Background: an optimization exercise with open tools, aiming at a short achievable clock period and few clock cycles per item. Do not read the settings as production practice. In this exercise RTL edits were held to simulation tests only and were not proved equivalent to the original. Power figures rest on the tool's default switching activity, not on a simulated workload.

==> run.sh <==
#!/bin/bash
# synth_recipe.tcl (not shown) runs the flow's synth.tcl, then flattens the netlist and writes it again
# the make line also repeats each setting of config.mk as NAME=value (left out here)
make -C /OpenROAD-flow-scripts/flow DESIGN_CONFIG=/design/flow/config.mk WORK_HOME=/design/flow/orfs CLKGATE_MAP_FILE= SYNTH_SCRIPT=/design/flow/synth_recipe.tcl finish
==> config.mk <==
export PLATFORM = sky130hd
export DESIGN_NAME = keyed_dirty_point_store_top
export DESIGN_NICKNAME = keyed_dirty_point_store_top
export VERILOG_FILES = /design/flow/design.v
export SDC_FILE = /design/flow/constraint.sdc
export NUM_CORES = 4
export LEC_CHECK = 0
export ABC_CLOCK_PERIOD_IN_PS = 2000
export CAP_MARGIN = 20
export CORE_MARGIN = 2
export CORE_UTILIZATION = 40
export SETUP_SLACK_MARGIN = 4.6
export SLEW_MARGIN = 20
export TNS_END_PERCENT = 100
==> constraint.sdc <==
create_clock -name core_clock -period 7.0 [get_ports {clk}]
set_input_delay 1.4000 -clock core_clock [delete_from_list [all_inputs] [get_ports {clk}]]
set_output_delay 1.4000 -clock core_clock [all_outputs]
set_load 0.01 [all_outputs]
==> design.v <==
module keyed_dirty_point_store_top (
  input  logic        clk,
  input  logic        rst,
  input  logic        in_valid,
  output logic        in_stall,
  input  logic [2:0]  op,
  input  logic [31:0] key,
  input  logic [3:0]  byte_count,
  input  logic [63:0] value,
  output logic        out_valid,
  input  logic        out_stall,
  output logic [1:0]  status,
  output logic [63:0] read_value,
  output logic [3:0]  read_size,
  output logic [31:0] dirty_key,
  input  logic        cfg_valid,
  output logic        cfg_ready,
  input  logic [8:0]  buffer_bytes_in_use
);
  localparam int NP  = 16;
  localparam int CAP = 4;    
  localparam int FD  = 4;    
  assign cfg_ready = 1'b1;
  logic        take;
  logic        s0_v;
  logic [2:0]  s0_op;
  logic [31:0] s0_key;
  logic [3:0]  s0_cnt;
  logic [63:0] s0_val;
  assign take = in_valid && !in_stall;
  always_ff @(posedge clk) begin
    if (rst) s0_v <= 1'b0;
    else     s0_v <= take;
    s0_op  <= op;
    s0_key <= key;
    s0_cnt <= byte_count;
    s0_val <= value;
  end
  logic [31:0] pkey  [NP];
  logic [3:0]  psize [NP];
  logic [7:0]  pmask [NP];
  logic [63:0] pval  [NP];
  logic [NP-1:0] vld;        
  logic [NP-1:0] dirty;
  logic [31:0] last_key;
  logic [8:0]  used;         
  logic [8:0]  lim;          
  logic [8:0]  room;         
  logic        cfg_d;
  logic [NP-1:0] eqk;
  logic [NP-1:0] nxt;
  logic          hit;
  logic          is_def, is_set, is_get, is_clr1, is_clra, is_fd;
  logic          cnt_ok, fits, gt, def_try, def_ok;
  always_comb begin
    for (int j = 0; j < NP; j++) begin
      eqk[j] = vld[j] && (pkey[j] == s0_key);
      nxt[j] = !vld[j] && ((j == 0) ? 1'b1 : vld[j-1]);
    end
  end
  assign hit     = |eqk;
  assign is_def  = (s0_op == 3'd0);
  assign is_set  = (s0_op == 3'd1);
  assign is_get  = (s0_op == 3'd2);
  assign is_clr1 = (s0_op == 3'd3);
  assign is_clra = (s0_op == 3'd4);
  assign is_fd   = (s0_op == 3'd5);
  assign cnt_ok  = (s0_cnt != 4'd0) && (s0_cnt <= 4'd8);
  assign fits    = (room[8:3] != 6'd0) || (s0_cnt <= {1'b0, room[2:0]});
  assign gt      = (s0_key > last_key);
  assign def_try = s0_v && is_def;
  assign def_ok  = def_try && !vld[NP-1] && (!vld[0] || gt)
                && (s0_key != 32'hFFFF_FFFF) && cnt_ok && fits;
  always_ff @(posedge clk) begin
    for (int j = 0; j < NP; j++) begin
      if (def_try && nxt[j]) begin
        pkey[j]  <= s0_key;
        psize[j] <= s0_cnt;
        for (int b = 0; b < 8; b++) pmask[j][b] <= (4'(b) < s0_cnt);
      end
    end
  end
  always_ff @(posedge clk) begin
    if (rst) begin
      vld   <= '0;
      used  <= '0;
      lim   <= 9'd256;
      room  <= 9'd256;
      cfg_d <= 1'b0;
    end else begin
      cfg_d <= cfg_valid;
      if (cfg_valid) lim <= buffer_bytes_in_use;
      if (cfg_d) begin
        if (lim >= 9'd256)
          room <= (used >= 9'd256) ? 9'd0 : 9'd256 - used;
        else
          room <= (used >= lim) ? 9'd0 : lim - used;
      end else if (def_ok) begin
        room <= room - {5'd0, s0_cnt};
      end
      if (def_ok) begin
        vld  <= {vld[NP-2:0], 1'b1};
        used <= used + {5'd0, s0_cnt};
      end
    end
  end
  always_ff @(posedge clk) begin
    if (def_ok) last_key <= s0_key;
  end
  logic          s1_v;
  logic [NP-1:0] s1_seq, s1_geq, s1_ceq;
  logic          s1_set, s1_clra, s1_fd;
  logic [1:0]    s1_st;      
  logic [63:0]   s1_val;
  always_ff @(posedge clk) begin
    if (rst) begin
      s1_v    <= 1'b0;
      s1_seq  <= '0;
      s1_ceq  <= '0;
      s1_clra <= 1'b0;
    end else begin
      s1_v    <= s0_v;
      s1_seq  <= (s0_v && is_set)  ? eqk : '0;
      s1_ceq  <= (s0_v && is_clr1) ? eqk : '0;
      s1_clra <= s0_v && is_clra;
    end
    s1_geq <= is_get ? eqk : '0;
    s1_set <= is_set;
    s1_fd  <= is_fd;
    s1_val <= s0_val;
    if (is_def)
      s1_st <= def_ok ? 2'd0 : 2'd2;
    else if (is_set || is_get || is_clr1)
      s1_st <= hit ? 2'd0 : 2'd1;
    else
      s1_st <= 2'd0;
  end
  always_ff @(posedge clk) begin
    for (int j = 0; j < NP; j++) begin
      if (rst) begin
        pval[j] <= '0;
      end else if (s1_seq[j]) begin
        for (int b = 0; b < 8; b++)
          pval[j][8*b +: 8] <= pmask[j][b] ? s1_val[8*b +: 8] : 8'd0;
      end
    end
  end
  always_ff @(posedge clk) begin
    if (rst || s1_clra) begin
      dirty <= '0;
    end else begin
      dirty <= (dirty | s1_seq) & ~s1_ceq;
    end
  end
  logic [NP-1:0] fdoh;
  logic          anyd;
  logic [63:0]   rv;
  logic [3:0]    rs;
  logic [31:0]   dk;
  logic [1:0]    st;
  always_comb begin
    fdoh = '0;
    for (int j = NP-1; j >= 0; j--) begin
      if (dirty[j]) fdoh = NP'(1) << j;
    end
    anyd = |dirty;
    rv = '0;
    rs = '0;
    dk = '0;
    for (int j = 0; j < NP; j++) begin
      rv = rv | (s1_geq[j] ? pval[j] : 64'd0);
      rs = rs | (s1_geq[j] ? psize[j] : 4'd0);
      dk = dk | (fdoh[j] ? pkey[j] : 32'd0);
    end
    if (!(s1_fd && anyd)) dk = 32'hFFFF_FFFF;
    st = s1_fd ? (anyd ? 2'd0 : 2'd1) : s1_st;
  end
  logic [1:0]  fq_st [FD];
  logic [63:0] fq_rv [FD];
  logic [3:0]  fq_rs [FD];
  logic [31:0] fq_dk [FD];
  logic [$clog2(FD)-1:0] fq_wp, fq_rp;
  logic [$clog2(FD):0]   fq_n;
  logic        out_free, fq_ne, fq_push, fq_pop;
  logic [2:0]  occ;
  logic [2:0]  occ_next;
  logic        deliver;
  assign out_free = !out_valid || !out_stall;
  assign fq_ne    = (fq_n != '0);
  assign fq_pop   = out_free && fq_ne;
  assign fq_push  = s1_v && !(out_free && !fq_ne);
  always_ff @(posedge clk) begin
    if (rst) begin
      out_valid <= 1'b0;
    end else if (out_free) begin
      out_valid <= fq_ne || s1_v;
    end
    if (out_free) begin
      if (fq_ne) begin
        status     <= fq_st[fq_rp];
        read_value <= fq_rv[fq_rp];
        read_size  <= fq_rs[fq_rp];
        dirty_key  <= fq_dk[fq_rp];
      end else begin
        status     <= st;
        read_value <= rv;
        read_size  <= rs;
        dirty_key  <= dk;
      end
    end
  end
  always_ff @(posedge clk) begin
    if (fq_push) begin
      fq_st[fq_wp] <= st;
      fq_rv[fq_wp] <= rv;
      fq_rs[fq_wp] <= rs;
      fq_dk[fq_wp] <= dk;
    end
  end
  always_ff @(posedge clk) begin
    if (rst) begin
      fq_wp <= '0;
      fq_rp <= '0;
      fq_n  <= '0;
    end else begin
      if (fq_push) fq_wp <= fq_wp + 1'b1;
      if (fq_pop)  fq_rp <= fq_rp + 1'b1;
      fq_n <= fq_n + (fq_push ? 1'b1 : 1'b0) - (fq_pop ? 1'b1 : 1'b0);
    end
  end
  assign deliver  = out_valid && !out_stall;
  assign occ_next = occ + (take ? 3'd1 : 3'd0) - (deliver ? 3'd1 : 3'd0);
  always_ff @(posedge clk) begin
    if (rst) begin
      occ      <= '0;
      in_stall <= 1'b0;
    end else begin
      occ      <= occ_next;
      in_stall <= (occ_next >= 3'(CAP));
    end
  end
endmodule
==> summary.txt <==
Status
  • Outcome: no timing/DRC/antenna violations

Clock network
  • H-tree Lvls: 5
  • Worst-Skew Late Latency: 0.88 ns
  • Maximum root-to-sink buffer count: 4
  • Clock tree from TritonCTS: yes
  • CTS buffer count: between 200 and 300
  • CTS Root Cell: clkbuf_16
  • Clock slew at reported path FFs: around 0.060 ns
  • # hold bufs at CTS: 0
  • Clock Sink Count: about 2,500

Floorplanning
  • Die footprint: 266,000 µm²
  • I/O Pins: approximately 220
  • Starting Density: slightly above 40%
  • Core region area: 260,000 µm²
  • Std cell rows: 187
  • Die Wd: 516 µm
  • Die height: 516 µm

Synth
  • Largest family of logic cells by synthesized area: simple AND/OR/NAND/NOR gates
  • Flops & latches, synth: 2,548
  • Mean Syn Cell Area: between 10 and 15 µm²
  • Register area share after synthesis: about 60%
  • Synth Cell Area: approximately 100,000 µm²
  • Count of yosys warnings during synthesis: 5
  • Post-Syn Instances: 9,231
  • Share of the synthesized area in the top cell type: 35.3%
  • Netlist cell types: between 70 and 80
  • Largest area contributor in the netlist: edfxtp_1
  • Post-synthesis xor/xnor area fraction: 4.44%
  • Top_reg_cell synth: dfxtp_1
  • Synth Area in Adders: less than 1%
  • Ys async rst share: 0%
  • Top cells by area, synth: edfxtp_1 35%, dfxtp_1 25%, nand2b_1 5.8%
  • EDFF count, synth: 1,230
  • Compound-Gate Fraction of Synth Area: 11.8%
  • Proportion of synthesized area in mux cells: 3.34%
  • Syn Nets: around 9,400
  • Post-Synth Simple-Gate Area: ~16%

Worst setup path
  • Max incr delay on CP: 0.68 ns
  • CP endpoint: read_value[49]
  • Worst Reg-to-Reg Cells: 12
  • CP Cell Sequence: buf_2
  • Critical path type: reg -> out
  • FF-to-FF End: dirty_key[2]
  • FF-to-FF Start: dirty[1]
  • Setup crit start kind: flop
  • CP Launch Point: read_value[49]
  • R2R setup slack: 3.83 ns
  • Levels on crit path: 1
  • Worst-path fanout max: 1
  • Crit path buffers/inverters: 1
  • Family with the most delay on the worst path: flip-flops
  • Crit path required time: ~5.6 ns
  • Crit path arrival time: 1.80 ns
  • CP max-delay cell: edfxtp_1
  • CP Capture Type: primary output

Drt
  • Post-route DRC: 0
  • Wirelength per Cell: 30.5 µm
  • Post-route ant nets: 0
  • DR vias/cell: 6.14
  • Routed vias: 80,900
  • First-pass DRT Iterations: 6
  • 1st-iter DRT viols: 12,500
  • Drt total wl: 402,000 µm

Global routing
  • Number of global-route vias before repair: 76,200
  • First-pass GRT wire length: approximately 560,000 µm
  • GRT Overall Usage: 29.0%
  • Initial antenna violation count: 27
  • Largest net degree at the start of global routing: about 120
  • Gr ovfl total: 0

STA
  • Worst-margin pin slew: 1.24 ns
  • Setup TNS: 0 ns
  • Final setup viols: 0
  • Final period utilization: around 46%
  • Unrepaired setup endpoints after global routing: true
  • Final min period: 3.20 ns
  • Worst Hold Slack: 0.325 ns
  • Slew Viols, Final: 0
  • Final Hold Viols: 0
  • Worst Skew: 0.0605 ns
  • Fmax: 313 MHz
  • Slew HR: 17.5%

Pwr
  • Leak pwr: 41.7 nW
  • Total power: 35.2 mW
  • Peak supply drop: 235 µV
  • Pwr/cell area: 278 nW/µm²

Cells and area
  • Register area: 63,600 µm²
  • Final #Nets: approximately 9,600
  • Commonest non-fill, non-tap cell in the layout: dfxtp_1
  • Multi-input combinational cell area: ~40,000 µm²
  • P&R area growth vs syn: 20.9%
  • Most frequent cells in the layout: 1,237 x dfxtp_1, 1,230 x edfxtp_1, 1,051 x a21oi_1
  • Fill count: 22,600
  • Ratio of cells with drive above 1 in the final layout: 17.1%

Job
  • Max_cap viols: 0

Hold path
  • Hold_sp: s0_val[45]
  • Worst Hold Class: reg -> reg

Placed design
  • Global placer's final weighted congestion: between 0.8 and 0.9
  • DP HPWL: 211,000 µm
  • I/O Buffers: 220
-- what timing repair did --
item,4_1_cts,5_1_grt
buffers inserted,287,97
pin swaps,191,98
resized for setup,894,148
gates cloned,48,2
endpoints found under the setup margin,1783,919
-- sequential cells by signal (all words and copies together) (netlist names), 8 cells and up, named ones only --
| signal | count |
|---|---|
| lim | 9 |
| fq_rv | 256 |
| s1_val | 64 |
| dirty | 16 |
| used | 9 |
| room | 9 |
| last_key | 32 |
| s0_val | 64 |
| s1_seq | 16 |
| read_value | 64 |
| pmask | 128 |
| fq_st | 8 |
| pkey | 512 |
| s1_ceq | 16 |
| fq_dk | 128 |
| dirty_key | 32 |
| s0_key | 32 |
| s1_geq | 16 |
| psize | 48 |
| vld | 16 |
| pval | 1024 |
| fq_rs | 16 |
-- cell families after synthesis --
| logic type | after synthesis |
|---|---|
| and+or+nand+nor | 2937 |
| DFF | 2548 |
| AOI/OAI and AO/OA | 1966 |
| buffers and inverters | 971 |
| xor gates and xnor gates | 530 |
| muxes | 211 |
| adders and majority gates | 67 |
| other | 1 |
-- power breakdown --
group          total [mW]  switching, mW  internal [mW]  leakage, nW
Clock                15.4           6.21           9.19         4.65
Sequential           16.5          0.421           16.0         22.5
Combinational        3.35           1.90           1.45         14.5
-- cell usage after synthesis (34+ instances only) --
| library cell | n |
|---|---|
| dfxtp_1 | 1318 |
| edfxtp_1 | 1230 |
| a21oi_1 | 1055 |
| nand3_1 | 1005 |
| nand2b_1 | 968 |
| clkbuf_1 | 707 |
| a22oi_1 | 355 |
| xor2_1 | 313 |
| xnor2_1 | 217 |
| nand2_1 | 214 |
| nor2_1 | 187 |
| a22o_1 | 185 |
| nand4_1 | 171 |
| buf_1 | 157 |
| a221oi_1 | 144 |
| mux4_2 | 102 |
| nor4_1 | 85 |
| o21ai_0 | 84 |
| mux2_2 | 82 |
| nor2b_1 | 81 |
| and3_1 | 77 |
| inv_1 | 75 |
| ha_1 | 62 |
| nor3_1 | 37 |
| a221o_1 | 34 |
-- per-layer routing --
metal / track usage, % / wire (µm)
met5: 0 / 20
met4: 16.5 / 25600
met3: 5.71 / 44300
met2: 44.7 / 179000
met1: 38.1 / 152000
-- per-stage QoR --
stage	utilization, %	area, µm²	worst slack (ns)	instances
2_1_floorplan	-	106000	3.65	9231
3_3_place_gp	42.3	110000	2.17	12200
3_5_place_dp	42.3	110000	2.12	12200
4_1_cts	48.1	125000	3.75	13000
5_1_grt	48.7	127000	3.81	13200
6_report	48.7	127000	3.80	13200
-- worst min path at each step --
stage,end,cells past startpoint
2_1_floorplan,s1_val[0],0
3_3_place_gp,s1_val[53],0
3_5_place_dp,s1_val[15],0
4_1_cts,s1_val[33],0
5_1_grt,s1_val[45],0
6_report,s1_val[45],0
-- final cells by class --
| cell class | count | area share (%) |
|---|---|---|
| Clock inverter | 109 | 1.08 |
| Clock buffer | 405 | 6.45 |
| Multi-Input combinational cell | 5722 | 31.4 |
| Antenna cell | 27 | 0.0534 |
| Sequential cell | 2548 | 50.2 |
| Timing Repair Buffer | 781 | 7.10 |
| Inverter | 77 | 0.237 |
| Tap cell | 3496 | 3.46 |
| Timing Repair inverter | 2 | 0.0119 |
Testbench counts, summed over its fixed seeds: cycles 4,127, items 4,103.

what the ideal ports hide:
No port has a modelled driver above. Below, the same layout with a new extraction and two added sets of constraints. Step 1 assumes that a clkbuf_16 drives the clock port and a buf_2 every other input. Step 2, shift: input delay + t, output delay - t, t = (earliest + latest rising clock arrival at the registers) / 2. This alone moves slack from input paths to output paths. Slacks: no drivers / after step 1 / after step 2; pairs: no drivers / after step 1.
t (ns): 0.956
setup slack, ns: 3.803 / 3.701 / 3.670
worst hold slack (ns): 0.325 / 0.325 / 0.325
worst data-port slew with drivers (ns): 0.08
cell pins on the clock port's net: 1
After both steps this run still meets setup and hold. The setup slack of this run moves by -0.102 ns with the drivers and by -0.133 ns with both steps.
